This is an optimization exercise on Yosys and OpenROAD, whose aim is small area, a short achievable clock period and few clock cycles, not a production implementation. Only simulation tests tie the RTL to the original design; equivalence was not proved.

==> flow/design.v <==
package sha224_pkg;
    typedef logic [31:0]       word_t;
    typedef logic [7:0][31:0]  state8_t;    
    typedef logic [15:0][31:0] window_t;    
    typedef struct packed {
        logic  push;
        word_t word;
    } push_t;
    typedef struct packed {
        logic       busy;
        logic [3:0] fill;
    } core_status_t;
    localparam logic [2:0] LAST_DIGEST_IDX = 3'd6;
    localparam logic [3:0] LEN_SLOT_FILL   = 4'd14;
    localparam logic [3:0] FULL_FILL       = 4'd15;
    localparam logic [5:0] LAST_ROUND      = 6'd63;
    localparam word_t      PAD_WORD        = 32'h8000_0000;
    localparam state8_t INIT_HASH = {
        32'hBEFA4FA4, 32'h64F98FA7, 32'h68581511, 32'hFFC00B31,
        32'hF70E5939, 32'h3070DD17, 32'h367CD507, 32'hC1059ED8
    };
    function automatic word_t rotr(input word_t x, input int n);
        rotr = (x >> n) | (x << (32 - n));
    endfunction
    function automatic word_t big_sigma0(input word_t x);
        big_sigma0 = rotr(x, 2) ^ rotr(x, 13) ^ rotr(x, 22);
    endfunction
    function automatic word_t big_sigma1(input word_t x);
        big_sigma1 = rotr(x, 6) ^ rotr(x, 11) ^ rotr(x, 25);
    endfunction
    function automatic word_t small_sigma0(input word_t x);
        small_sigma0 = rotr(x, 7) ^ rotr(x, 18) ^ (x >> 3);
    endfunction
    function automatic word_t small_sigma1(input word_t x);
        small_sigma1 = rotr(x, 17) ^ rotr(x, 19) ^ (x >> 10);
    endfunction
    function automatic logic [63:0] csa42(input word_t x1, input word_t x2,
                                          input word_t x3, input word_t x4);
        word_t p, t, co, ci, s, c;
        p  = x1 ^ x2;
        t  = p ^ (x3 ^ x4);
        for (int i = 0; i < 32; i++)
        begin
            co[i] = p[i] ? x3[i] : x1[i];
        end
        ci = co << 1;
        s  = t ^ ci;
        for (int i = 0; i < 32; i++)
        begin
            c[i] = t[i] ? ci[i] : x4[i];
        end
        csa42 = {c << 1, s};
    endfunction
    function automatic word_t add_ks(input word_t x, input word_t y);
        word_t g, p, gg, pp;
        g  = x & y;
        p  = x ^ y;
        gg = g;
        pp = p;
        for (int d = 1; d < 32; d = d * 2)
        begin
            for (int i = 31; i >= d; i--)
            begin
                gg[i] = gg[i] | (pp[i] & gg[i - d]);
                pp[i] = pp[i] & pp[i - d];
            end
        end
        add_ks = p ^ (gg << 1);
    endfunction
    function automatic word_t add_sk(input word_t x, input word_t y);
        word_t g, p, gg, pp;
        g  = x & y;
        p  = x ^ y;
        gg = g;
        pp = p;
        for (int l = 0; l < 5; l++)
        begin
            for (int i = 0; i < 32; i++)
            begin
                if (((i >> l) & 1) == 1)
                begin
                    gg[i] = gg[i] | (pp[i] & gg[((i >> l) << l) - 1]);
                    pp[i] = pp[i] & pp[((i >> l) << l) - 1];
                end
            end
        end
        add_sk = p ^ (gg << 1);
    endfunction
    function automatic word_t round_k(input logic [5:0] idx);
        case (idx)
            6'd0:  round_k = 32'h428A2F98;
            6'd1:  round_k = 32'h71374491;
            6'd2:  round_k = 32'hB5C0FBCF;
            6'd3:  round_k = 32'hE9B5DBA5;
            6'd4:  round_k = 32'h3956C25B;
            6'd5:  round_k = 32'h59F111F1;
            6'd6:  round_k = 32'h923F82A4;
            6'd7:  round_k = 32'hAB1C5ED5;
            6'd8:  round_k = 32'hD807AA98;
            6'd9:  round_k = 32'h12835B01;
            6'd10: round_k = 32'h243185BE;
            6'd11: round_k = 32'h550C7DC3;
            6'd12: round_k = 32'h72BE5D74;
            6'd13: round_k = 32'h80DEB1FE;
            6'd14: round_k = 32'h9BDC06A7;
            6'd15: round_k = 32'hC19BF174;
            6'd16: round_k = 32'hE49B69C1;
            6'd17: round_k = 32'hEFBE4786;
            6'd18: round_k = 32'h0FC19DC6;
            6'd19: round_k = 32'h240CA1CC;
            6'd20: round_k = 32'h2DE92C6F;
            6'd21: round_k = 32'h4A7484AA;
            6'd22: round_k = 32'h5CB0A9DC;
            6'd23: round_k = 32'h76F988DA;
            6'd24: round_k = 32'h983E5152;
            6'd25: round_k = 32'hA831C66D;
            6'd26: round_k = 32'hB00327C8;
            6'd27: round_k = 32'hBF597FC7;
            6'd28: round_k = 32'hC6E00BF3;
            6'd29: round_k = 32'hD5A79147;
            6'd30: round_k = 32'h06CA6351;
            6'd31: round_k = 32'h14292967;
            6'd32: round_k = 32'h27B70A85;
            6'd33: round_k = 32'h2E1B2138;
            6'd34: round_k = 32'h4D2C6DFC;
            6'd35: round_k = 32'h53380D13;
            6'd36: round_k = 32'h650A7354;
            6'd37: round_k = 32'h766A0ABB;
            6'd38: round_k = 32'h81C2C92E;
            6'd39: round_k = 32'h92722C85;
            6'd40: round_k = 32'hA2BFE8A1;
            6'd41: round_k = 32'hA81A664B;
            6'd42: round_k = 32'hC24B8B70;
            6'd43: round_k = 32'hC76C51A3;
            6'd44: round_k = 32'hD192E819;
            6'd45: round_k = 32'hD6990624;
            6'd46: round_k = 32'hF40E3585;
            6'd47: round_k = 32'h106AA070;
            6'd48: round_k = 32'h19A4C116;
            6'd49: round_k = 32'h1E376C08;
            6'd50: round_k = 32'h2748774C;
            6'd51: round_k = 32'h34B0BCB5;
            6'd52: round_k = 32'h391C0CB3;
            6'd53: round_k = 32'h4ED8AA4A;
            6'd54: round_k = 32'h5B9CCA4F;
            6'd55: round_k = 32'h682E6FF3;
            6'd56: round_k = 32'h748F82EE;
            6'd57: round_k = 32'h78A5636F;
            6'd58: round_k = 32'h84C87814;
            6'd59: round_k = 32'h8CC70208;
            6'd60: round_k = 32'h90BEFFFA;
            6'd61: round_k = 32'hA4506CEB;
            6'd62: round_k = 32'hBEF9A3F7;
            6'd63: round_k = 32'hC67178F2;
            default: round_k = 32'h0000_0000;
        endcase
    endfunction
    localparam word_t H0 = 32'hC1059ED8;
    localparam word_t H1 = 32'h367CD507;
    localparam word_t H2 = 32'h3070DD17;
    localparam word_t H3 = 32'hF70E5939;
    localparam word_t H4 = 32'hFFC00B31;
    localparam word_t H5 = 32'h68581511;
    localparam word_t H6 = 32'h64F98FA7;
    localparam word_t H7 = 32'hBEFA4FA4;
endpackage
module sha224_round (
    input  logic [31:0] a,
    input  logic [31:0] b,
    input  logic [31:0] c,
    input  logic [31:0] d,
    input  logic [31:0] e,
    input  logic [31:0] f,
    input  logic [31:0] g,
    input  logic [31:0] h,
    input  logic [31:0] k,
    input  logic [31:0] w,
    output logic [31:0] a_next,
    output logic [31:0] e_next
);
    logic [31:0] s1, ch, s0, mj;
    logic [31:0] x0, y0, x1, y1, x2, y2, x3, y3, x4, y4;
    always_comb
    begin
        s1 = sha224_pkg::big_sigma1(e);
        ch = (e & f) | (~e & g);
        s0 = sha224_pkg::big_sigma0(a);
        mj = (a & b) | (a & c) | (b & c);
        x0 = h ^ k ^ w;
        y0 = ((h & k) | (h & w) | (k & w)) << 1;
        {y1, x1} = sha224_pkg::csa42(s1, ch, s0, mj);
        {y2, x2} = sha224_pkg::csa42(x1, y1, x0, y0);
        a_next = sha224_pkg::add_ks(x2, y2);
        {y3, x3} = sha224_pkg::csa42(d, h, k, w);
        {y4, x4} = sha224_pkg::csa42(s1, ch, x3, y3);
        e_next = sha224_pkg::add_ks(x4, y4);
    end
endmodule
module sha224_core (
    input  logic        clk,
    input  logic        start,        
    input  logic        init,         
    input  logic        adv,          
    input  logic        sched_on,     
    input  logic [5:0]  rnd_next,     
    input  logic [15:0] win_en,       
    input  logic [31:0] feed_word,    
    input  logic        drain,        
    input  logic        init_lane,    
    input  logic [1:0]  step,         
    input  logic        rot_a,        
    input  logic        rot_e,        
    input  logic        e_to_a,       
    output logic [31:0] out_a         
);
    logic [31:0] a, b, c, d, e, f, g, h;
    logic [31:0] k_reg;
    logic [15:0][31:0] win;
    logic [3:0][31:0]  ra;            
    logic [3:0][31:0]  re;            
    logic [31:0] a_next, e_next;
    logic [31:0] sched_word;
    logic [31:0] top_word;
    logic [31:0] xa, xe, sum_a, sum_e;
    logic [31:0] ia, ie;
    sha224_round u_round (
        .a (a), .b (b), .c (c), .d (d), .e (e), .f (f), .g (g), .h (h),
        .k (k_reg), .w (win[0]),
        .a_next (a_next), .e_next (e_next)
    );
    logic [31:0] u0, v0;
    always_comb
    begin
        {v0, u0} = sha224_pkg::csa42(sha224_pkg::small_sigma1(win[14]), win[9],
                                     sha224_pkg::small_sigma0(win[1]), win[0]);
        sched_word = sha224_pkg::add_sk(u0, v0);
    end
    assign top_word = sched_on ? sched_word : feed_word;
    always_ff @(posedge clk)
    begin
        for (int i = 0; i < 15; i++)
        begin
            if (win_en[i])
            begin
                win[i] <= win[i + 1];
            end
        end
        if (win_en[15])
        begin
            win[15] <= top_word;
        end
    end
    always_ff @(posedge clk)
    begin
        k_reg <= sha224_pkg::round_k(rnd_next);
    end
    always_ff @(posedge clk)
    begin
        if (start)
        begin
            a <= init ? sha224_pkg::H0 : sum_a;
            b <= init ? sha224_pkg::H1 : ra[3];
            c <= init ? sha224_pkg::H2 : ra[2];
            d <= init ? sha224_pkg::H3 : ra[1];
            e <= init ? sha224_pkg::H4 : sum_e;
            f <= init ? sha224_pkg::H5 : re[3];
            g <= init ? sha224_pkg::H6 : re[2];
            h <= init ? sha224_pkg::H7 : re[1];
        end
        else if (adv)
        begin
            a <= a_next;
            b <= a;
            c <= b;
            d <= c;
            e <= e_next;
            f <= e;
            g <= f;
            h <= g;
        end
    end
    always_comb
    begin
        case (step)
            2'd0:    begin ia = sha224_pkg::H3; ie = sha224_pkg::H7; end
            2'd1:    begin ia = sha224_pkg::H2; ie = sha224_pkg::H6; end
            2'd2:    begin ia = sha224_pkg::H1; ie = sha224_pkg::H5; end
            default: begin ia = sha224_pkg::H0; ie = sha224_pkg::H4; end
        endcase
        xa = e_to_a ? re[3] : (init_lane && !drain) ? ia : ra[0];
        xe = (init_lane && !drain) ? ie : re[0];
        sum_a = sha224_pkg::add_sk(xa, drain ? '0 : a);
        sum_e = sha224_pkg::add_sk(xe, drain ? '0 : e);
    end
    always_ff @(posedge clk)
    begin
        if (rot_a)
        begin
            ra <= {sum_a, ra[3:1]};
        end
        if (rot_e)
        begin
            re <= {sum_e, re[3:1]};
        end
    end
    assign out_a = ra[3];
endmodule
module sha224_pad (
    input  logic        clk,
    input  logic        rst_n,
    input  logic        ins,           
    input  logic        pos13,         
    input  logic        msg_valid,
    input  logic [31:0] data_word,
    input  logic [2:0]  byte_count,
    input  logic        last_word,
    output logic [31:0] feed_word,
    output logic        feed_avail,    
    output logic        feed_msg,      
    output logic        feed_first,    
    output logic        feed_lenlo,    
    output logic        feed_msg_next  
);
    typedef enum logic [2:0] {F_MSG, F_PAD, F_ZERO, F_LEN_HI, F_LEN_LO} feed_state_t;
    feed_state_t state_reg;
    feed_state_t state_next;
    logic [58:0] words_reg;        
    logic [1:0]  rem_reg;          
    logic [60:0] bytes;
    logic        word_inc;
    logic        first_reg;
    logic [2:0]  count_sat;
    logic [31:0] tail_word;
    logic [2:0]  fill_state;
    assign count_sat  = (byte_count > 3'd4) ? 3'd4 : byte_count;
    assign bytes      = {words_reg, rem_reg};
    assign word_inc   = ins && (state_reg == F_MSG) && (!last_word || count_sat[2]);
    assign fill_state = pos13 ? F_LEN_HI : F_ZERO;
    always_comb
    begin
        case (count_sat)
            3'd0:    tail_word = sha224_pkg::PAD_WORD;
            3'd1:    tail_word = {data_word[31:24], 24'h80_0000};
            3'd2:    tail_word = {data_word[31:16], 16'h8000};
            3'd3:    tail_word = {data_word[31:8], 8'h80};
            default: tail_word = data_word;
        endcase
    end
    always_comb
    begin
        case (state_reg)
            F_MSG:    feed_word = last_word ? tail_word : data_word;
            F_PAD:    feed_word = sha224_pkg::PAD_WORD;
            F_LEN_HI: feed_word = bytes[60:29];
            F_LEN_LO: feed_word = {bytes[28:0], 3'b000};
            default:  feed_word = '0;
        endcase
    end
    assign feed_msg   = (state_reg == F_MSG);
    assign feed_avail = !feed_msg || msg_valid;
    assign feed_first = first_reg;
    assign feed_lenlo = (state_reg == F_LEN_LO);
    always_ff @(posedge clk or negedge rst_n)
    begin
        if (!rst_n)
        begin
            words_reg <= '0;
        end
        else if (ins && state_reg == F_LEN_LO)
        begin
            words_reg <= '0;
        end
        else if (word_inc)
        begin
            words_reg <= words_reg + 59'd1;
        end
    end
    always_comb
    begin
        state_next = state_reg;
        if (ins)
        begin
            case (state_reg)
                F_MSG:    state_next = !last_word ? F_MSG
                                     : (count_sat == 3'd4) ? F_PAD : feed_state_t'(fill_state);
                F_PAD,
                F_ZERO:   state_next = feed_state_t'(fill_state);
                F_LEN_HI: state_next = F_LEN_LO;
                default:  state_next = F_MSG;
            endcase
        end
    end
    assign feed_msg_next = (state_next == F_MSG);
    always_ff @(posedge clk or negedge rst_n)
    begin
        if (!rst_n)
        begin
            state_reg <= F_MSG;
            rem_reg   <= '0;
            first_reg <= 1'b1;
        end
        else
        begin
            state_reg <= state_next;
            if (ins)
            begin
                case (state_reg)
                    F_MSG:
                    begin
                        first_reg <= 1'b0;
                        if (last_word)
                        begin
                            rem_reg <= count_sat[1:0];
                        end
                    end
                    F_LEN_LO:
                    begin
                        rem_reg   <= '0;
                        first_reg <= 1'b1;
                    end
                    default:
                    begin
                    end
                endcase
            end
        end
    end
endmodule
module sha224_message_digest (
    input  logic         clk,
    input  logic         rst_n,
    input  logic         msg_valid,
    output logic         msg_ready,
    input  logic [31:0]  msg_data_word,
    input  logic [2:0]   msg_byte_count,
    input  logic         msg_last_word,
    output logic         digest_valid,
    input  logic         digest_ready,
    output logic [31:0]  digest_digest_word,
    output logic [2:0]   digest_word_index,
    output logic         digest_digest_last
);
    typedef enum logic [1:0] {S_IDLE, S_RUN, S_FIN} core_state_t;
    core_state_t state_reg, state_next;
    logic [5:0]  rnd_reg, rnd_next;
    logic        blk_first_reg;    
    logic        blk_last_reg;     
    logic        nxt_first_reg;    
    logic        nxt_last_reg;     
    logic        full_reg, full_next;       
    logic [3:0]  pos_reg, pos_next;         
    logic [3:0]  base_reg;         
    logic        broken_reg, broken_next;   
    logic        dbusy_reg, dbusy_next;     
    logic        dvalid_reg;
    logic [2:0]  didx_reg;
    logic        dlast_reg;
    logic [1:0]  drot_reg;         
    logic        dvalid_next;
    logic [2:0]  didx_next;
    logic        dlast_next;
    logic [1:0]  drot_next;
    logic        drain_reg;        
    logic        running, fin, stall, adv, tail, fill, start, add_step;
    logic        can_ins, ins, ins_tail, ins_fill;
    logic        drain_rot, out_accept;
    logic [15:0] win_en;
    logic [31:0] feed_word;
    logic        feed_avail, feed_msg, feed_first, feed_lenlo, feed_msg_next;
    logic        ibv_reg, ibv_next;
    logic [31:0] ib_data_reg;
    logic [2:0]  ib_count_reg;
    logic        ib_last_reg;
    logic        rdy_reg;
    logic        take;
    logic        running_n, stall_n, tail_n, fill_n, can_ins_n;
    assign running  = (state_reg == S_RUN);
    assign fin      = (state_reg == S_FIN);
    assign stall    = running && (rnd_reg == 6'd61) && dbusy_reg;
    assign adv      = running && !stall;
    assign tail     = adv && rnd_reg[5] && rnd_reg[4];
    assign fill     = !running && !full_reg;
    assign start    = full_reg && ((state_reg == S_IDLE) || fin);
    assign add_step = (adv && (rnd_reg[5:2] == 4'hF) && (rnd_reg[1:0] != 2'd0))
                   || (fin && (blk_last_reg || full_reg));
    assign can_ins  = (tail && !broken_reg) || fill;
    assign ins_tail = tail && !broken_reg && feed_avail;
    assign ins_fill = fill && feed_avail;
    assign ins      = ins_tail || ins_fill;
    assign out_accept = dvalid_reg && digest_ready;
    assign drain_rot  = drain_reg;
    assign take      = !ibv_reg || (can_ins && feed_msg);
    assign msg_ready = rdy_reg;
    assign ibv_next  = take ? msg_valid : ibv_reg;
    always_comb
    begin
        state_next = state_reg;
        case (state_reg)
            S_RUN:   if (adv && rnd_reg == 6'd63) state_next = S_FIN;
            S_FIN:   if (start) state_next = S_RUN; else if (blk_last_reg) state_next = S_IDLE;
            default: if (start) state_next = S_RUN;
        endcase
    end
    assign rnd_next    = start ? 6'd0 : (adv ? rnd_reg + 6'd1 : rnd_reg);
    assign pos_next    = ins ? pos_reg + 4'd1 : pos_reg;
    assign full_next   = start ? 1'b0 : (full_reg || (ins && pos_reg == 4'd15));
    assign broken_next = start ? 1'b0 : (broken_reg || (tail && !ins_tail));
    assign dbusy_next  = (fin && blk_last_reg)
                      || (dbusy_reg && !(out_accept && didx_reg == sha224_pkg::LAST_DIGEST_IDX));
    assign running_n = (state_next == S_RUN);
    assign stall_n   = running_n && (rnd_next == 6'd61) && dbusy_next;
    assign tail_n    = running_n && !stall_n && rnd_next[5] && rnd_next[4];
    assign fill_n    = !running_n && !full_next;
    assign can_ins_n = (tail_n && !broken_next) || fill_n;
    always_ff @(posedge clk or negedge rst_n)
    begin
        if (!rst_n)
        begin
            ibv_reg <= 1'b0;
            rdy_reg <= 1'b1;
        end
        else
        begin
            ibv_reg <= ibv_next;
            rdy_reg <= !ibv_next || (can_ins_n && feed_msg_next);
        end
    end
    always_ff @(posedge clk)
    begin
        if (take)
        begin
            ib_data_reg  <= msg_data_word;
            ib_count_reg <= msg_byte_count;
            ib_last_reg  <= msg_last_word;
        end
    end
    always_comb
    begin
        for (int i = 0; i < 16; i++)
        begin
            win_en[i] = adv || (ins_fill && (4'(i) >= base_reg));
        end
    end
    sha224_pad u_pad (
        .clk           (clk),
        .rst_n         (rst_n),
        .ins           (ins),
        .pos13         (pos_reg == 4'd13),
        .msg_valid     (ibv_reg),
        .data_word     (ib_data_reg),
        .byte_count    (ib_count_reg),
        .last_word     (ib_last_reg),
        .feed_word     (feed_word),
        .feed_avail    (feed_avail),
        .feed_msg      (feed_msg),
        .feed_first    (feed_first),
        .feed_lenlo    (feed_lenlo),
        .feed_msg_next (feed_msg_next)
    );
    sha224_core u_core (
        .clk       (clk),
        .start     (start),
        .init      (nxt_first_reg),
        .adv       (adv),
        .sched_on  (running && !(rnd_reg[5] && rnd_reg[4])),
        .rnd_next  (rnd_next),
        .win_en    (win_en),
        .feed_word (feed_word),
        .drain     (drain_rot),
        .init_lane (blk_first_reg),
        .step      (fin ? 2'd3 : rnd_reg[1:0] - 2'd1),
        .rot_a     (add_step || drain_rot),
        .rot_e     (add_step || (drain_rot && didx_reg[2])),
        .e_to_a    (drain_rot && didx_reg[2]),
        .out_a     (digest_digest_word)
    );
    always_ff @(posedge clk or negedge rst_n)
    begin
        if (!rst_n)
        begin
            state_reg     <= S_IDLE;
            rnd_reg       <= '0;
            blk_first_reg <= 1'b0;
            blk_last_reg  <= 1'b0;
            nxt_first_reg <= 1'b0;
            nxt_last_reg  <= 1'b0;
            full_reg      <= 1'b0;
            pos_reg       <= '0;
            base_reg      <= '0;
            broken_reg    <= 1'b0;
            dbusy_reg     <= 1'b0;
        end
        else
        begin
            state_reg  <= state_next;
            rnd_reg    <= rnd_next;
            pos_reg    <= pos_next;
            full_reg   <= full_next;
            broken_reg <= broken_next;
            dbusy_reg  <= dbusy_next;
            if (adv && rnd_reg == 6'd63)
            begin
                base_reg <= pos_next;
            end
            if (start)
            begin
                blk_first_reg <= nxt_first_reg;
                blk_last_reg  <= nxt_last_reg;
            end
            if (ins)
            begin
                if (pos_reg == 4'd0)
                begin
                    nxt_first_reg <= feed_first && feed_msg;
                end
                if (pos_reg == 4'd15)
                begin
                    nxt_last_reg <= feed_lenlo;
                end
            end
        end
    end
    always_comb
    begin
        dvalid_next = dvalid_reg;
        didx_next   = didx_reg;
        dlast_next  = dlast_reg;
        drot_next   = drot_reg;
        if (fin && blk_last_reg)
        begin
            dvalid_next = 1'b1;
            didx_next   = '0;
            dlast_next  = 1'b0;
        end
        else if (out_accept)
        begin
            dvalid_next = 1'b0;
            didx_next   = didx_reg + 3'd1;
            dlast_next  = (didx_reg == 3'd5);
            drot_next   = (didx_reg == 3'd3) ? 2'd1 : 2'd3;
        end
        else if (drain_rot)
        begin
            drot_next = drot_reg - 2'd1;
            if (drot_reg == 2'd1)
            begin
                dvalid_next = 1'b1;
            end
        end
    end
    always_ff @(posedge clk or negedge rst_n)
    begin
        if (!rst_n)
        begin
            dvalid_reg <= 1'b0;
            didx_reg   <= '0;
            dlast_reg  <= 1'b0;
            drot_reg   <= '0;
            drain_reg  <= 1'b0;
        end
        else
        begin
            dvalid_reg <= dvalid_next;
            didx_reg   <= didx_next;
            dlast_reg  <= dlast_next;
            drot_reg   <= drot_next;
            drain_reg  <= dbusy_next && !dvalid_next;
        end
    end
    assign digest_valid       = dvalid_reg;
    assign digest_word_index  = didx_reg;
    assign digest_digest_last = dlast_reg;
endmodule
==> flow/flow/run.sh <==
#!/bin/bash
# Standard layout, with timing repair aimed below the clock period so that the
# achieved period comes out shorter. The SDC and clock period are the standard flow's own.
set -euo pipefail
bash standard.sh SETUP_SLACK_MARGIN=6.5 finish > standard_flow.log 2>&1
==> flow/standard.sh <==
#!/bin/bash
# synth_recipe.tcl (not shown) runs the flow's synth.tcl, then flattens the netlist and writes it again
# the make line also repeats each setting of config.mk as NAME=value (left out here)
make -C /OpenROAD-flow-scripts/flow DESIGN_CONFIG=/design/flow/config.mk WORK_HOME=/design/flow/orfs CLKGATE_MAP_FILE= SYNTH_SCRIPT=/design/flow/synth_recipe.tcl "${@:-finish}"
==> flow/config.mk <==
export PLATFORM = sky130hd
export DESIGN_NAME = sha224_message_digest
export DESIGN_NICKNAME = sha224_message_digest
export VERILOG_FILES = /design/flow/design.v
export SDC_FILE = /design/flow/constraint.sdc
export NUM_CORES = 4
export LEC_CHECK = 0
export ABC_AREA = 1
export CAP_MARGIN = 40
export CORE_MARGIN = 2
export CORE_UTILIZATION = 40
export CTS_BUF_LIST = sky130_fd_sc_hd__clkbuf_8
export SLEW_MARGIN = 50
==> flow/constraint.sdc <==
create_clock -name core_clock -period 11.0 [get_ports {clk}]
set_input_delay 2.2000 -clock core_clock [delete_from_list [all_inputs] [get_ports {clk}]]
set_output_delay 2.2000 -clock core_clock [all_outputs]
set_load 0.01 [all_outputs]
==> flow_metrics.py, run 1 <==
metrics = {
    "status": {
        "status": "complete, no violations",
    },
    "cts": {
        "cts_tree": "built",
        "holdBufCountCts": 0,
        "cts_max_path_buffers": 3,
        "cts_made_buffers": 202,
        "cts-htree-levels": 4,
        "clock_latency_ns": 1.02,
        "cts_num_sinks": 1190,
        "path_clk_slew_ns": 0.07,
        "clockRootBuffer": "clkbuf_8",
    },
    "synthesis": {
        "synthTopCellsByCount": "nand2_1 (1,517), edfxtp_1 (1,060), inv_1 (961)",
        "synth_area_mm2": 0.0683,
        "synthMuxAreaShare": 0.00377,
        "async_flop_share": 0.0824,
        "synth.avg_cell_area_um2": 9.41,
        "synth_edf_count": 1060,
        "synthTopCellsByArea": "edfxtp_1 (47%), nand2_1 (8.3%), xor2_1 (5.4%)",
        "synthXorXnorAreaFrac": 0.0923,
        "synth-seq-area-share": 0.511,
        "synth-simple-area-share": 0.171,
        "yosys.area.top_type": "edfxtp_1",
        "synth_top_family_by_area": "simple AND/OR/NAND/NOR gates",
        "synth_compound_area_frac": 0.0990,
        "yosys_most_used_dff": "edfxtp_1",
        "synth.most_common_cell": "nand2_1",
        "syn-num-nets": 7564,
        "synth_cell_types": 80,
        "synth_top_area_share": 0.466,
        "synth_fa_ha_area_frac": 0.0540,
        "yosys_warnings": 4,
        "synth_cells": 7259,
        "ys_ff_latch": 1190,
    },
    "layout": {
        "drive_above_1_share": 0.176,
        "stdcell_area_mm2": 0.0817,
        "syn_to_final_growth_pct": 19.6,
        "fillers": 15600,
        "reg.largest.list": "u_core.win: 512 flops, u_core.ra: 128 flops, u_core.re: 128 flops",
        "finalNonFillerCells": 10100,
        "largest_reg_flops": 512,
        "multi_input_area_mm2": 0.0320,
        "top_register": "u_core.win",
        "final-seq-area_mm2": 0.0349,
        "num-nets-final": 8025,
    },
    "floorplan": {
        "dieArea_mm2": 0.174,
        "start_util": 0.403,
        "ios": 78,
        "die_y_um": 417,
        "rows": 151,
        "die_w_um": 417,
        "core_mm2": 0.169,
    },
    "grt": {
        "grt-ovfl-total": 0,
        "grt_antenna_before_repair": 19,
        "grt_pass1_vias": 52000,
        "grt_max_degree": 74,
        "grt_first_pass_wirelength_um": 352000,
        "gr-usage-all-layers": 0.279,
    },
    "route": {
        "antenna_left": 0,
        "drt-pass1-iter-count": 6,
        "drc": 0,
        "routed_wl_um": 251000,
        "viasPerCell": 5.46,
        "vias": 55300,
        "wl_per_cell_um": 24.8,
        "drt_iter0_drc": 6547,
    },
    "setup_path": {
        "cp-start-kind": "flip-flop",
        "cp_max_fo": 7,
        "cp.required_ns": 11.77,
        "crit_type": "flip-flop to flip-flop",
        "arrival_ns": 5.34,
        "end_kind": "flip-flop",
    },
    "placed_design": {
        "place_area_mm2": 0.0718,
        "portBuffers": 77,
        "dpl.hpwl_um": 184000,
        "placedCellCount": 9429,
        "gp_congestion": 1.01,
    },
    "timing": {
        "worstMarginPinSlew_ns": 0.807,
        "hold_viol": 0,
        "finClkSkew_ns": 0.0828,
        "rsz0062_at_grt": "true",
        "setup_viol": 0,
        "finalCriticalPeriod_ns": 4.57,
        "max-slew-margin-rel": 0.456,
        "finalCritPeriodShare": 0.416,
        "fmax_mhz": 219,
        "slew_viol_final": 0,
        "setup_tns_ns": 0,
    },
    "run": {
        "drv_cap": 0,
    },
    "worst_hold_path": {
        "hp-class": "flip-flop to flip-flop",
    },
}
==> logic make-up (layout without fill, tap and decap cells) <==
family | Yosys count | after routing
compound gates | 1191 | 1191
xor+xnor | 699 | 699
fa+ha+maj | 267 | 267
buf+inv | 1184 | 1813
flops | 1190 | 1190
mux | 24 | 24
other cells | 0 | 7
simple gates | 2704 | 2706
==> stage by stage <==
| stage | hold WS, ns | worst slack [ns] | util |
|---|---|---|---|
| global placement | 0.400 | 4.78 | 0.422 |
| CTS | 0.400 | 6.44 | 0.467 |
| global route | 0.413 | 6.28 | 0.482 |
| detailed placement | 0.405 | 4.94 | 0.424 |
| finish | 0.412 | 6.43 | 0.482 |
| floorplan | 0.400 | 6.51 | - |
==> worst paths after layout <==
kind | start | endpoint | slack [ns] | cells past startpoint
max in group asynchronous | rst_n | blk_last_reg$_DFFE_PN0N_ | 8.74 | 2
setup reg to reg | u_core.e[14]$_DFFE_PP_ | u_core.a[31]$_DFFE_PP_ | 6.43 | 27
hold reg to reg | u_core.win[177]$_DFFE_PP_ | u_core.win[145]$_DFFE_PP_ | 0.41 | 0
hold / removal | u_core.win[177]$_DFFE_PP_ | u_core.win[145]$_DFFE_PP_ | 0.41 | 0
setup / recovery | u_core.e[14]$_DFFE_PP_ | u_core.a[31]$_DFFE_PP_ | 6.43 | 27
min in group asynchronous | rst_n | didx_reg[1]$_DFFE_PN0P_ | 1.17 | 1
==> placed cells by master, fill, tap and decap left out, drive strengths merged, types with 60 or more instances in the layout <==
cell type,synthesis,layout
or2,103,103
nor3,73,73
inv,990,1057
o22ai,60,60
clkdlybuf4s50,0,76
xnor2,270,270
clkbuf,92,210
o21ai,463,463
a21oi,414,414
dfrtp,96,96
buf,99,369
nand3,402,402
xor2,428,428
nand2,1552,1554
ha,218,218
edfxtp,1060,1060
clkinv,3,72
nor2,482,482
==> layer usage <==
metal	GRT usage	part of all wire	vias up
met2	0.421	0.44	2543
met5	0	0.00026	-
met3	0.0611	0.092	458
met4	0.136	0.053	10
met1	0.380	0.42	27100
li1	-	-	25200
==> area by class of cell <==
cell class                 count  area share
clock buffer                 209      0.0352
inverter                     993      0.0462
clock inverter               165      0.0168
multi-input combinational   4887       0.392
tap                         2218      0.0340
timing repair buffer         446      0.0482
sequential                  1190       0.427
antenna                        7    0.000214
==> worst max-delay path, stage by stage, from the launching register on <==
cell and delay (ns):
edfxtp_1 0.56, buf_6 0.21, xnor2_4 0.20, xor2_4 0.24, inv_1 0.08, nand2_2 0.08
nand2_4 0.10, inv_1 0.10, nand2_2 0.06, nand2_1 0.07, nand2_1 0.08, nand2_1 0.11
nand3_2 0.14, nand2_2 0.11, nand2_1 0.08, nand4_1 0.10, nand2_1 0.08, ha_2 0.39
nand2_1 0.13, nor4_4 0.46, a21oi_2 0.13, inv_2 0.10, nand4_1 0.08, o211ai_1 0.16
buf_4 0.23, nand3_1 0.09, nand3_1 0.09, nand2_1 0.05
==> timing repair <==
action / 4_1_cts / 5_1_grt
setup endpoints to repair: 154 / 99
pin swaps: 80 / 153
gates cloned: 0 / 3
setup buffers: 200 / 101
endpoints found under the hold margin: 0 / 0
resized for setup: 313 / 365
Testbench counts, summed over its fixed seeds: cycles 49,728.
==> inputs of run 2 (changes only) <==
--- a/flow/design.v
+++ b/flow/design.v
@@ -469,8 +469,3 @@
     logic        feed_avail, feed_msg, feed_first, feed_lenlo, feed_msg_next;
-    logic        ibv_reg, ibv_next;
-    logic [31:0] ib_data_reg;
-    logic [2:0]  ib_count_reg;
-    logic        ib_last_reg;
-    logic        rdy_reg;
-    logic        take;
+    logic        rdy_reg;          
     logic        running_n, stall_n, tail_n, fill_n, can_ins_n;
@@ -491,5 +486,3 @@
     assign drain_rot  = drain_reg;
-    assign take      = !ibv_reg || (can_ins && feed_msg);
     assign msg_ready = rdy_reg;
-    assign ibv_next  = take ? msg_valid : ibv_reg;
     always_comb
@@ -518,3 +511,2 @@
         begin
-            ibv_reg <= 1'b0;
             rdy_reg <= 1'b1;
@@ -523,13 +515,3 @@
         begin
-            ibv_reg <= ibv_next;
-            rdy_reg <= !ibv_next || (can_ins_n && feed_msg_next);
-        end
-    end
-    always_ff @(posedge clk)
-    begin
-        if (take)
-        begin
-            ib_data_reg  <= msg_data_word;
-            ib_count_reg <= msg_byte_count;
-            ib_last_reg  <= msg_last_word;
+            rdy_reg <= can_ins_n && feed_msg_next;
         end
@@ -548,6 +530,6 @@
         .pos13         (pos_reg == 4'd13),
-        .msg_valid     (ibv_reg),
-        .data_word     (ib_data_reg),
-        .byte_count    (ib_count_reg),
-        .last_word     (ib_last_reg),
+        .msg_valid     (msg_valid),
+        .data_word     (msg_data_word),
+        .byte_count    (msg_byte_count),
+        .last_word     (msg_last_word),
         .feed_word     (feed_word),
--- a/flow/config.mk
+++ b/flow/config.mk
@@ -10,3 +10,3 @@
 export CORE_MARGIN = 2
-export CORE_UTILIZATION = 40
+export CORE_UTILIZATION = 60
 export CTS_BUF_LIST = sky130_fd_sc_hd__clkbuf_8
==> run 2 against run 1 <==
Still clean. Maximum frequency shrank 11%. Cell count shrank 9.0%. Non-clock buffer count shrank 61. Worst setup slack lost 0.59 ns. Register-to-register slack lost 0.59 ns. Via count grew 0.29%. Hold slack lost 0.036 ns. Critical path type unchanged. Critical endpoint is now u_core.a[17]$_DFFE_PP_.
==> flow_metrics.py, run 2 <==
metrics = {
    "status": {
        "status": "complete, no violations",
    },
    "floorplan": {
        "start_util": 0.604,
        "die_y_um": 338,
        "dieArea_mm2": 0.114,
        "rows": 122,
        "core_mm2": 0.111,
        "die_w_um": 338,
        "ios": 78,
    },
    "timing": {
        "finClkSkew_ns": 0.0829,
        "finalCriticalPeriod_ns": 5.16,
        "worstMarginPinSlew_ns": 1.21,
        "rsz0062_at_grt": "true",
        "slew_viol_final": 0,
        "setup_viol": 0,
        "max-slew-margin-rel": 0.188,
        "finalWorstSetupSlack_ns": 5.84,
        "hold_viol": 0,
        "setup_tns_ns": 0,
        "finalCritPeriodShare": 0.469,
        "fmax_mhz": 194,
    },
    "cts": {
        "clock_latency_ns": 0.95,
        "cts_num_sinks": 1153,
        "clockRootBuffer": "clkbuf_8",
        "cts_max_path_buffers": 3,
        "holdBufCountCts": 0,
        "cts_tree": "built",
        "cts-htree-levels": 4,
        "cts_made_buffers": 191,
        "path_clk_slew_ns": 0.07,
    },
    "grt": {
        "grt_antenna_before_repair": 17,
        "grt_first_pass_wirelength_um": 329000,
        "grt_pass1_vias": 50600,
        "grt-ovfl-total": 0,
        "gr-usage-all-layers": 0.399,
        "grt_max_degree": 86,
    },
    "synthesis": {
        "synth-seq-area-share": 0.507,
        "synth_cell_types": 79,
        "yosys_warnings": 4,
        "synthTopCellsByArea": "edfxtp_1 (46%), nand2_1 (8.6%), inv_1 (5.2%)",
        "synth.avg_cell_area_um2": 9.33,
        "synth_edf_count": 1024,
        "ys_ff_latch": 1153,
        "yosys_most_used_dff": "edfxtp_1",
        "synth_area_mm2": 0.0668,
        "yosys.area.top_type": "edfxtp_1",
        "synth.most_common_cell": "nand2_1",
        "synth_cells": 7154,
        "synth_top_area_share": 0.461,
        "synthTopCellsByCount": "nand2_1 (1,527), edfxtp_1 (1,024), inv_1 (929)",
        "syn-num-nets": 7459,
        "async_flop_share": 0.0841,
    },
    "setup_path": {
        "slowest_delay_ns": 0.92,
        "end_kind": "flip-flop",
        "arrival_ns": 5.79,
        "cp_max_fo": 6,
        "slowest_stage": "o21ai_0",
        "crit_type": "flip-flop to flip-flop",
        "path_cells": "clkinvlp_4 -> buf_4 -> o21ai_0 -> o21ai_0 -> xnor2_1 -> xor2_1 -> nand2_1 -> nand2_1 -> nand2_2 -> buf_4 -> o21ai_2 -> nand3_1 -> nand2_1 -> inv_1 -> ha_2 -> a21oi_2 -> inv_1 -> a31oi_1 -> nand2_4 -> nand2_2 -> o211ai_1 -> buf_4 -> o21ai_0 -> nand2_1",
        "cp.required_ns": 11.64,
        "cp-start-kind": "flip-flop",
        "r2r_cells": 24,
        "crit_top_cell": "nand2_1",
    },
    "route": {
        "drt_iter0_drc": 7584,
        "vias": 55400,
        "drt-pass1-iter-count": 8,
        "drc": 0,
        "antenna_left": 0,
        "routed_wl_um": 233000,
        "wl_per_cell_um": 25.3,
        "viasPerCell": 6.02,
    },
    "layout": {
        "syn_to_final_growth_pct": 16.9,
        "fillers": 8338,
        "reg.largest.list": "u_core.win: 512 flops, u_core.ra: 128 flops, u_core.re: 128 flops",
        "num-nets-final": 7848,
        "largest_reg_flops": 512,
        "top_register": "u_core.win",
        "finalNonFillerCells": 9200,
        "drive_above_1_share": 0.155,
        "final_common_cell": "nand2_1",
        "final_cell_mix": "nand2_1 (1,437), edfxtp_1 (1,024), inv_1 (954), nor2_1 (444), o21ai_0 (374)",
    },
    "placed_design": {
        "placedCellCount": 8597,
        "gp_congestion": 1.05,
        "dpl.hpwl_um": 171000,
        "detailedPlace.worstSlack_ns": 5.23,
        "portBuffers": 77,
    },
    "worst_hold_path": {
        "hold_depth": 0,
        "hp-class": "flip-flop to flip-flop",
    },
    "run": {
        "drv_cap": 0,
    },
}
run 2: cell count changes after synthesis, sizes merged, moves of 13 or more:
cell / change
xor2: -21
inv: -51
edfxtp: -36
nand4: +14
nor3: -16
nand3: -13
run 2: what timing repair did:
item / CTS / global route
pin swaps: 70 / 108
setup endpoints to repair: 127 / 94
endpoints found under the hold margin: 0 / 0
buffers inserted: 150 / 82
cloned: 2 / 2
gates resized for setup: 257 / 306
run 2: area by class of cell:
cell class,instances,area [um2],share of cell area
clock buffer,198,2730,0.0349
clock inverter,158,1200,0.0154
tap,1488,1860,0.0239
timing repair buffer,385,3630,0.0466
antenna,6,15.0,0.000192
inverter,942,3580,0.0458
sequential,1153,33800,0.433
multi-input combinational,4870,31200,0.400
run 2: worst paths after layout:
kind                                           startpoint                             end  slack [ns]
worst max-delay path                u_core.a[9]$_DFFE_PP_          u_core.a[17]$_DFFE_PP_        5.84
min in group asynchronous                           rst_n  u_pad.words_reg[5]$_DFFE_PN0P_        1.27
worst min register to register  u_core.win[422]$_DFFE_PP_       u_core.win[390]$_DFFE_PP_        0.38
worst max register to register      u_core.a[9]$_DFFE_PP_          u_core.a[17]$_DFFE_PP_        5.84
worst min-delay path            u_core.win[422]$_DFFE_PP_       u_core.win[390]$_DFFE_PP_        0.38
max in group asynchronous                           rst_n            pos_reg[3]$_DFF_PN0_        8.70
run 2: critical path: cells and delay by family (launching register included):
kind,cells,cell delay [ns]
AOI/OAI and AO/OA,7,1.92
xor gates and xnor gates,2,0.46
adders and majority gates,1,0.32
buffers and inverters,6,0.75
DFF,1,0.50
and+or+nand+nor,8,0.87
run 2: metal layers:
metal / share of wire / GRT usage / up-vias
met5: 0.00036 / 0 / -
met4: 0.063 / 0.212 / 12
met3: 0.14 / 0.110 / 693
met2: 0.41 / 0.563 / 3628
met1: 0.39 / 0.561 / 26300
li1: - / - / 24700
run 2: metrics by stage:
stage          hold slack (ns)  cell area (um2)  utilization
6_report                 0.376            78000        0.706
5_1_grt                  0.375            78000        0.706
4_1_cts                  0.371            75800        0.686
3_5_place_dp             0.405            69400        0.628
3_3_place_gp             0.401            68900        0.624
2_1_floorplan            0.400            66900            -
run 2: cells by family (layout without fill, tap and decap cells):
group / count (synthesis) / after routing / share of synthesized area
buffers and inverters: 1133 / 1683 / 0.0684
AOI/OAI and AO/OA: 1200 / 1200 / 0.103
xor gates and xnor gates: 679 / 679 / 0.0914
other: 0 / 6 / 0
muxes: 25 / 25 / 0.00401
adders and majority gates: 266 / 266 / 0.0551
and+or+nand+nor: 2698 / 2700 / 0.172
DFF: 1153 / 1153 / 0.507
Testbench counts of run 2, summed over its fixed seeds: cycles 49,720.
==> inputs of run 3 (changes only) <==
--- a/flow/config.mk
+++ b/flow/config.mk
@@ -10,3 +10,3 @@
 export CORE_MARGIN = 2
-export CORE_UTILIZATION = 60
+export CORE_UTILIZATION = 50
 export CTS_BUF_LIST = sky130_fd_sc_hd__clkbuf_8
==> run 3 against run 2 <==
Maximum frequency is 8.3% higher. Hold slack better by 0.018 ns. Critical path type unchanged. Synthesized area stayed put.
==> flow_metrics.py, run 3 <==
metrics = {
    "status": {
        "status": "complete, no violations",
    },
    "layout": {
        "final_cell_mix": "nand2_1 (1,441), edfxtp_1 (1,024), inv_1 (953), nor2_1 (447), a21oi_1 (369)",
        "reg.largest.list": "u_core.win: 512 flops, u_core.ra: 128 flops, u_core.re: 128 flops",
        "largest_reg_flops": 512,
        "drive_above_1_share": 0.168,
        "num-nets-final": 7913,
        "top_register": "u_core.win",
        "final_common_cell": "nand2_1",
        "syn_to_final_growth_pct": 18.9,
        "stdcell_area_mm2": 0.0794,
    },
    "timing": {
        "setup_tns_ns": 0,
        "worstMarginPinSlew_ns": 0.809,
        "finalCritPeriodShare": 0.433,
        "finalWorstSetupSlack_ns": 6.24,
        "rsz0062_at_grt": "true",
        "fmax_mhz": 210,
        "finalCriticalPeriod_ns": 4.76,
        "slew_viol_final": 0,
        "finClkSkew_ns": 0.0776,
        "setup_viol": 0,
        "hold_viol": 0,
        "max-slew-margin-rel": 0.457,
    },
    "cts": {
        "cts_tree": "built",
        "cts_max_path_buffers": 3,
        "cts-htree-levels": 4,
        "cts_made_buffers": 193,
        "clockRootBuffer": "clkbuf_8",
        "clock_latency_ns": 0.96,
        "cts_num_sinks": 1153,
        "path_clk_slew_ns": 0.07,
    },
    "placed_design": {
        "detailedPlace.worstSlack_ns": 4.94,
        "portBuffers": 77,
        "gp_congestion": 0.994,
        "dpl.hpwl_um": 180000,
        "place_area_mm2": 0.0699,
    },
    "route": {
        "wl_per_cell_um": 25.3,
        "drc": 0,
        "drt-pass1-iter-count": 6,
        "viasPerCell": 5.69,
        "drt_iter0_drc": 6082,
        "vias": 54300,
        "antenna_left": 0,
        "routed_wl_um": 242000,
    },
    "synthesis": {
        "synth_cell_types": 79,
        "synth_top_area_share": 0.461,
        "yosys.area.top_type": "edfxtp_1",
        "ys_ff_latch": 1153,
        "synthTopCellsByArea": "edfxtp_1 (46%), nand2_1 (8.6%), inv_1 (5.2%)",
        "synth_edf_count": 1024,
        "async_flop_share": 0.0841,
        "synth_cells": 7154,
        "synth.avg_cell_area_um2": 9.33,
        "synth_area_mm2": 0.0668,
        "synthTopCellsByCount": "nand2_1 (1,527), edfxtp_1 (1,024), inv_1 (929)",
        "yosys_most_used_dff": "edfxtp_1",
        "synth-seq-area-share": 0.507,
        "yosys_warnings": 4,
        "synth.most_common_cell": "nand2_1",
        "syn-num-nets": 7459,
    },
    "setup_path": {
        "r2r_start": "u_core.a[3]$_DFFE_PP_",
        "r2r_cells": 26,
        "arrival_ns": 5.44,
        "reg2reg_to": "u_core.a[30]$_DFFE_PP_",
        "end_kind": "flip-flop",
        "cp_max_fo": 3,
        "r2r_setup_slack_ns": 6.24,
        "cp-start-kind": "flip-flop",
        "crit_type": "flip-flop to flip-flop",
        "cp.required_ns": 11.68,
    },
    "grt": {
        "grt_antenna_before_repair": 14,
        "gr-usage-all-layers": 0.348,
        "grt_pass1_vias": 50200,
        "grt-ovfl-total": 0,
        "grt_max_degree": 107,
        "grt_first_pass_wirelength_um": 342000,
    },
    "floorplan": {
        "core_mm2": 0.133,
        "rows": 134,
        "dieArea_mm2": 0.136,
        "ios": 78,
        "die_y_um": 369,
        "die_w_um": 369,
        "start_util": 0.502,
    },
    "worst_hold_path": {
        "hold_depth": 0,
        "min_from": "u_core.win[495]$_DFFE_PP_",
        "worstHoldEndpoint": "u_core.win[463]$_DFFE_PP_",
        "hp-class": "flip-flop to flip-flop",
    },
    "run": {
        "drv_cap": 0,
    },
}
[run 3: cell counts after synthesis]
No cell type changed its count.
[run 3: area by class of cell]
cell class              count  area [um2]
multi-input cells        4869       31600
repair buffers            449        4190
diodes                      4        10.0
flip-flops and latches   1153       33800
inverters                 942        3580
clock inverters           152        1130
clock buffers             207        2850
fillers                 11400       53600
well taps                1768        2210
[run 3: per-stage QoR]
step | std cells | hold slack [ns] | utilization
floorplan | 7154 | 0.400 | -
finish | 9544 | 0.393 | 0.597
global route | 9542 | 0.390 | 0.597
global placement | 8860 | 0.400 | 0.522
detailed placement | 8883 | 0.405 | 0.526
CTS | 9439 | 0.389 | 0.581
[run 3: kinds of logic (layout without fill, tap and decap cells)]
family                   Yosys count  in the layout  synth area share
adder cells (fa/ha/maj)          266            266            0.0551
AO/OA/AOI/OAI                   1200           1200             0.103
multiplexers                      25             25           0.00401
flip-flops                      1153           1153             0.507
buffers and inverters           1133           1750            0.0684
other                              0              4                 0
AND/OR/NAND/NOR                 2698           2699             0.172
XOR/XNOR                         679            679            0.0914
[run 3: how the worst max path moves through the flow]
stage                                     start                       to  depth (start not counted)
final                     u_core.a[3]$_DFFE_PP_   u_core.a[30]$_DFFE_PP_                         26
after global routing      u_core.a[3]$_DFFE_PP_   u_core.a[24]$_DFFE_PP_                         27
after global placement    u_core.e[7]$_DFFE_PP_   u_core.a[24]$_DFFE_PP_                         31
after detailed placement  u_core.e[7]$_DFFE_PP_   u_core.a[24]$_DFFE_PP_                         31
after floorplan                       msg_valid  u_core.win[0]$_DFFE_PP_                          6
after CTS                 u_core.e[7]$_DFFE_PP_   u_core.a[24]$_DFFE_PP_                         32
[run 3: worst max-delay path, stage by stage, from the launching register on]
cell	delay, ns
edfxtp_1	0.56
xnor2_2	0.22
xor2_2	0.16
buf_4	0.17
xnor2_2	0.19
xor2_1	0.21
nand2_2	0.10
nand3b_1	0.24
nand2_4	0.11
xor2_1	0.16
o21ai_1	0.12
inv_1	0.09
ha_4	0.18
fa_2	0.39
nand2_2	0.09
nand3_2	0.06
o21a_1	0.14
nand2_2	0.08
nand2_4	0.07
buf_6	0.13
nand4_1	0.06
o211ai_1	0.08
buf_4	0.18
nand4_1	0.14
o2111ai_2	0.19
o21ai_2	0.28
nand2_1	0.10
[run 3: routing by layer]
layer  vias to the layer above  track usage  wire length, um
met3                       422       0.0666            23400
met1                     26400        0.513           105000
met2                      2610        0.498           102000
met4                         4        0.148            11300
met5                         -            0               31
li1                      24900            -                -
[run 3: timing repair]
action                                  in CTS  in global routing
gates resized for setup                    343                293
hold buffers                                 0                  0
cloned                                       1                  2
pin swaps                                   84                102
buffers inserted                           196                 97
endpoints found under the setup margin     122                104
==> inputs of run 4 (changes only) <==
--- a/flow/config.mk
+++ b/flow/config.mk
@@ -10,3 +10,3 @@
 export CORE_MARGIN = 2
-export CORE_UTILIZATION = 50
+export CORE_UTILIZATION = 45
 export CTS_BUF_LIST = sky130_fd_sc_hd__clkbuf_8
==> run 4 against run 3 <==
Critical path type unchanged. Highest routed layer unchanged. Critical path depth is 2 higher. Core utilization is 5.6 points lower. Final area is 0.54% higher. Synthesized area is the same. Worst setup slack worse by 0.023 ns. Flip-flop and latch count did not move. Clock skew grew 0.033 ns. Sequential share of layout area fell by 0.23 points. Count of clock-buffer cells in the layout decreased by 7. First-iteration DRC count increased by 2.3%. Largest cell class unchanged.
==> flow_metrics.py, run 4 <==
metrics = {
    "setup_path": {
        "r2r_setup_slack_ns": 6.21,
        "cp.required_ns": 11.70,
        "r2r_cells": 28,
        "slowest_delay_ns": 0.54,
        "slowest_stage": "edfxtp_1",
        "crit_top_cell": "nand2_1",
        "cp-start-kind": "flip-flop",
        "r2r_start": "u_core.e[13]$_DFFE_PP_",
        "arrival_ns": 5.48,
        "reg2reg_to": "u_core.a[30]$_DFFE_PP_",
        "crit_type": "flip-flop to flip-flop",
        "end_kind": "flip-flop",
        "cp_max_fo": 4,
    },
    "route": {
        "routed_wl_um": 248000,
        "drc": 0,
        "antenna_left": 0,
        "wl_per_cell_um": 25.7,
        "viasPerCell": 5.66,
        "drt_iter0_drc": 6221,
        "vias": 54700,
        "drt-pass1-iter-count": 6,
    },
    "timing": {
        "finClkSkew_ns": 0.110,
        "fmax_mhz": 209,
        "setup_tns_ns": 0,
        "hold_viol": 0,
        "finalCriticalPeriod_ns": 4.79,
        "finalCritPeriodShare": 0.435,
        "slew_viol_final": 0,
        "rsz0062_at_grt": "true",
        "whs_ns": 0.382,
        "setup_viol": 0,
        "finalWorstSetupSlack_ns": 6.21,
        "max-slew-margin-rel": 0.423,
        "worstMarginPinSlew_ns": 0.857,
    },
    "cts": {
        "cts-htree-levels": 4,
        "cts_num_sinks": 1153,
        "clock_latency_ns": 0.98,
        "cts_max_path_buffers": 3,
        "cts_made_buffers": 194,
        "path_clk_slew_ns": 0.07,
        "cts_tree": "built",
        "clockRootBuffer": "clkbuf_8",
    },
    "synthesis": {
        "synth_compound_area_frac": 0.103,
        "synth.avg_cell_area_um2": 9.33,
        "synthTopCellsByCount": "nand2_1 (1,527), edfxtp_1 (1,024), inv_1 (929)",
        "synth_cells": 7154,
        "synth.most_common_cell": "nand2_1",
        "syn-num-nets": 7459,
        "async_flop_share": 0.0841,
        "yosys_most_used_dff": "edfxtp_1",
        "synth_fa_ha_area_frac": 0.0551,
        "synth-simple-area-share": 0.172,
        "synthTopCellsByArea": "edfxtp_1 (46%), nand2_1 (8.6%), inv_1 (5.2%)",
        "yosys.area.top_type": "edfxtp_1",
        "synth_edf_count": 1024,
        "synth_cell_types": 79,
        "synth-seq-area-share": 0.507,
        "yosys_warnings": 4,
        "synth_top_area_share": 0.461,
        "synthMuxAreaShare": 0.00401,
        "synthXorXnorAreaFrac": 0.0914,
        "ys_ff_latch": 1153,
        "synth_area_mm2": 0.0668,
        "synth_top_family_by_area": "simple AND/OR/NAND/NOR gates",
    },
    "placed_design": {
        "portBuffers": 77,
        "detailedPlace.worstSlack_ns": 5.11,
        "gp_congestion": 1.01,
        "dpl.hpwl_um": 183000,
    },
    "floorplan": {
        "core_mm2": 0.147,
        "rows": 141,
        "start_util": 0.453,
        "die_y_um": 389,
        "dieArea_mm2": 0.151,
        "die_w_um": 389,
        "ios": 78,
    },
    "layout": {
        "syn_to_final_growth_pct": 19.6,
        "final_cell_mix": "nand2_1 (1,411), edfxtp_1 (1,024), inv_1 (939), nor2_1 (435), o21ai_0 (359)",
        "final_common_cell": "nand2_1",
        "finalCoreUtilization": 0.541,
        "fillers": 13200,
        "drive_above_1_share": 0.174,
        "top_register": "u_core.win",
        "reg.largest.list": "u_core.win: 512 flops, u_core.ra: 128 flops, u_core.re: 128 flops",
        "num-nets-final": 7886,
        "largest_reg_flops": 512,
    },
    "grt": {
        "grt_max_degree": 76,
        "gr-usage-all-layers": 0.319,
        "grt_pass1_vias": 50800,
        "grt-ovfl-total": 0,
        "grt_antenna_before_repair": 25,
        "grt_first_pass_wirelength_um": 349000,
    },
    "worst_hold_path": {
        "worstHoldEndpoint": "u_core.win[456]$_DFFE_PP_",
        "min_from": "u_core.win[488]$_DFFE_PP_",
        "hp-class": "flip-flop to flip-flop",
        "hold_depth": 0,
    },
    "run": {
        "drv_cap": 0,
    },
    "status": {
        "status": "complete, no violations",
    },
}
[run 4: cell counts after synthesis]
No cell type changed its count.
[run 4: cell families (layout without fill, tap and decap cells)]
group | after synthesis | count (layout)
buffers and inverters | 1133 | 1713
AND/OR/NAND/NOR | 2698 | 2701
AO/OA/AOI/OAI | 1200 | 1200
flip-flops | 1153 | 1153
adder cells (fa/ha/maj) | 266 | 266
XOR/XNOR | 679 | 679
multiplexers | 25 | 25
other | 0 | 2
[run 4: worst max-delay path by stage]
stage,start,to,slack (ns)
after global routing,u_core.e[13]$_DFFE_PP_,u_core.a[30]$_DFFE_PP_,6.07
final,u_core.e[13]$_DFFE_PP_,u_core.a[30]$_DFFE_PP_,6.21
after detailed placement,u_core.e[7]$_DFFE_PP_,u_core.a[24]$_DFFE_PP_,5.11
after CTS,u_core.e[13]$_DFFE_PP_,u_core.a[26]$_DFFE_PP_,6.34
after floorplan,msg_valid,u_core.win[0]$_DFFE_PP_,5.96
after global placement,u_core.e[8]$_DFFE_PP_,u_core.a[24]$_DFFE_PP_,5.03
[run 4: worst max-delay path: cells and delay by family (launching register included)]
family	cells	cell delay, ns
compound gates	5	0.85
xor+xnor	4	1.01
fa+ha+maj	2	0.35
buf+inv	3	0.38
flops	1	0.54
simple gates	14	1.38
[run 4: metal layers]
layer	vias up	wire, um	global-route usage
met5	-	12	0
met4	2	11300	0.131
met3	466	24500	0.0662
met2	2646	107000	0.471
met1	26800	106000	0.456
li1	24800	-	-
[run 4: final cells by class]
cell class | instances | area [um2] | share of cell area
antenna | 2 | 5.00 | 0.0000627
sequential | 1153 | 33800 | 0.424
tap | 1930 | 2410 | 0.0303
clock inverter | 152 | 1380 | 0.0172
multi-input combinational | 4871 | 32000 | 0.400
timing repair buffer | 419 | 3900 | 0.0488
inverter | 942 | 3580 | 0.0449
clock buffer | 200 | 2750 | 0.0345
[run 4: repair_timing]
action,4_1_cts,5_1_grt
hold buffers,0,0
buffers inserted,141,116
cloned,4,0
pin swaps,75,173
endpoints found under the setup margin,118,96
resized for setup,282,425
[run 4: metrics by stage]
step	std cells	area [um2]
floorplan	7154	66900
global placement	9024	69500
detailed placement	9053	70200
CTS	9550	76900
global route	9669	79800
finish	9669	79800

afterwards: timing with drivers on the ports:
Ports are ideal in the flow. The routed layouts listed here were re-timed in OpenROAD.
Step 1 sets driving cells, clkbuf_16 on the clock port and buf_2 on the other inputs (assumed; they add their load-dependent delay and slew).
Step 2 also shifts input and output timing later by t, the mid clock arrival at the registers, as if the neighbouring blocks saw the same clock.
a / b / c = no drivers / after step 1 / after step 2; a / b = the first two.
run	t, ns	setup WS [ns]	hold slack, ns	worst setup path after step 2
run 1	1.050	6.429 / 6.429 / 6.429	0.412 / 0.412 / 0.412	register to register
run 2	0.981	5.844 / 5.844 / 5.766	0.376 / 0.376 / 0.376	input to register
run 3	0.997	6.238 / 6.238 / 5.811	0.393 / 0.393 / 0.393	input to register
run 4	1.002	6.214 / 6.214 / 5.832	0.382 / 0.382 / 0.382	input to register
After both steps every run listed still meets setup and hold. The setup slack of run 3, which loses most, moves by 0.000 ns with the drivers and by -0.427 ns with both steps.
